Source: an optimization exercise on an open RTL-to-GDS flow (aim: a short achievable clock period and few clock cycles per item). Production flows keep margins and buffers that such runs may drop. The flow treats the clock pin as an ideal source, which a real chip does not have. Power figures rest on the tool's default switching activity, not on a simulated workload.

Design ex_stage, start of the top module:
module ex_stage (
	input  logic                                      clock,
	input  logic                                      reset,
	input  logic [2-1:0]                 issue_valid,
	input  logic [2*2-1:0]               issue_unit,
	input  logic [2*3-1:0]               issue_op,
	input  logic [2*32-1:0]        issue_a,
	input  logic [2*32-1:0]        issue_b,
	input  logic [2*5-1:0]    issue_rob,
	input  logic [2*6-1:0]     issue_pr,
	output logic [2-1:0]              complete_valid,
	output logic [2*5-1:0] complete_rob,
	output logic [2*6-1:0]  complete_pr,
	output logic [2*32-1:0]     complete_value,
	output logic [3-1:0]                    unit_busy
);
For scale: about 4600 cells after synthesis, about 260 I/O pins, ~0.047 sq mm of cells after synthesis.
Settings: LEC_CHECK=0, ABC_CLOCK_PERIOD_IN_PS=1500, CAP_MARGIN=20, CORE_MARGIN=2, CORE_UTILIZATION=50, CTS_BUF_LIST=sky130_fd_sc_hd__clkbuf_16, CTS_CLUSTER_DIAMETER=80, CTS_CLUSTER_SIZE=25, SETUP_SLACK_MARGIN=4.6, SLEW_MARGIN=20, TNS_END_PERCENT=100; clock period 6.5 ns.
standard.sh (not shown) runs the stock make flow with config.mk's settings and CLKGATE_MAP_FILE= SYNTH_SCRIPT=/design/flow/synth_recipe.tcl, a recipe that flattens the netlist after the stock synthesis.
==> flow/flow/run.sh <==
#!/bin/bash
set -euo pipefail
here=$(pwd)
export POST_CTS_TCL=$here/flow/post_cts.tcl
bash standard.sh ADDER_MAP_FILE= finish > $here/standard_flow.log 2>&1
==> flow/flow/post_cts.tcl <==
proc clk_collapse { maxport } {
  set block [ord::get_db_block]
  set cnet [$block findNet clock]
  while {1} {
    set loads {}
    foreach it [$cnet getITerms] { if {[$it isInputSignal]} { lappend loads $it } }
    set others [llength $loads]
    set best ""
    foreach it $loads {
      set inst [$it getInst]
      if {![string match "sky130_fd_sc_hd__clkbuf_*" [[$inst getMaster] getName]]} { continue }
      set n 0
      foreach o [[[$inst findITerm X] getNet] getITerms] { if {[$o isInputSignal]} { incr n } }
      if {$others - 1 + $n <= $maxport} { set best $inst; break }
    }
    if {$best eq ""} { break }
    set onet [[$best findITerm X] getNet]
    set sinks {}
    foreach o [$onet getITerms] { if {[$o isInputSignal]} { lappend sinks $o } }
    foreach o $sinks { $o disconnect; $o connect $cnet }
    puts "clk_collapse: removed [$best getName], the clock port now feeds [expr {$others - 1 + [llength $sinks]}] pins"
    [$best findITerm A] disconnect
    odb::dbInst_destroy $best
    odb::dbNet_destroy $onet
  }
}
clk_collapse 4
estimate_parasitics -placement
report_clock_latency
Rerun with:
==> flow/flow/run.sh (replaced) <==
#!/bin/bash
set -euo pipefail
here=$(pwd)
export POST_CTS_TCL=$here/flow/post_cts.tcl
bash standard.sh finish > $here/standard_flow.log 2>&1
After rerunning: The new run finished clean; total power is lower by roughly a tenth; non-clock buffer count is higher by 12; clock power is lower by a few percent; final cell count is lower by a few percent; sequential cell count stays the same; setup slack improved by 0.10 ns; hold slack barely changes; synthesized cell count is lower by a little under a tenth; global-route usage is lower by 1.3 points; routed wire length is lower by a few percent; count of clock-buffer cells in the layout is lower by 4.
No functional check of the RTL was part of any run of this note.

Setup of before:
ex_stage, a different RTL version from the one above (not shown whole).
For scale: ~260 I/O pins, ~39,000 sq um of cells after synthesis.
==> flow/design.v (excerpt) <==
module ex_stage (
	input  logic                                      clock,
	input  logic                                      reset,
	input  logic [2-1:0]                 issue_valid,
	input  logic [2*2-1:0]               issue_unit,
	input  logic [2*3-1:0]               issue_op,
	input  logic [2*32-1:0]        issue_a,
	input  logic [2*32-1:0]        issue_b,
	input  logic [2*5-1:0]    issue_rob,
	input  logic [2*6-1:0]     issue_pr,
	output logic [2-1:0]              complete_valid,
	output logic [2*5-1:0] complete_rob,
	output logic [2*6-1:0]  complete_pr,
	output logic [2*32-1:0]     complete_value,
	output logic [3-1:0]                    unit_busy
);
clock: 6.5 ns
lec_check: 0
abc_clock_period_in_ps: 1500
cap_margin: 20
core_margin: 2
core_utilization: 50
cts_buf_list: sky130_fd_sc_hd__clkbuf_16
cts_cluster_diameter: 100
cts_cluster_size: 30
setup_slack_margin: 4.6
slew_margin: 20
tns_end_percent: 100
==> flow/flow/run.sh <==
#!/bin/bash
set -euo pipefail
here=$(pwd)
export POST_CTS_TCL=$here/flow/post_cts.tcl
bash standard.sh ADDER_MAP_FILE= finish > $here/standard_flow.log 2>&1
Scripts as last shown in full above: flow/flow/post_cts.tcl
#### Input delta (after over before)
Settings: CTS_CLUSTER_SIZE changed from 30 to 25; CTS_CLUSTER_DIAMETER changed from 100 to 80.
### Flow results
after vs. before: layout cell share with drive strength beyond 1 higher, sequential share of cell area lower, routed wire length comparable, worst hold margin +14 ps, cell depth of the worst flop-to-flop path has decreased.
No run of this note included a check of the RTL's function; only the layout flow was run.

what the ideal ports hide:
No port has a modelled driver above. Below, the same layouts with a new extraction and two added sets of constraints.
Step 1 sets driving cells, clkbuf_16 on the clock port and buf_2 on the other inputs (assumed; they add their load-dependent delay and slew).
Step 2 times the ports against the registers' clock, not the clock port: input delays grow and output delays shrink by t, the midpoint of the rising clock arrivals with the driver on.
Three values: ideal ports, drivers, drivers and shift; two values: the first two.
run	shift t [ns]	setup WS [ns]	slew at the worst register clock pin (ns)	pins driven straight from the clock port
the first run of note 1	0.629	4.139 / 4.073 / 4.031	0.10 / 0.10	4
the second run of note 1	0.625	4.240 / 4.097 / 3.988	0.10 / 0.10	4
before	0.544	3.831 / 3.831 / 3.831	0.12 / 0.12	4
after	0.557	3.861 / 3.861 / 3.861	0.10 / 0.10	4
After both steps setup and hold are still met in every run listed. For the second run of note 1, which loses most, drivers alone change the setup slack by -0.143 ns; drivers and shift together by -0.252 ns.
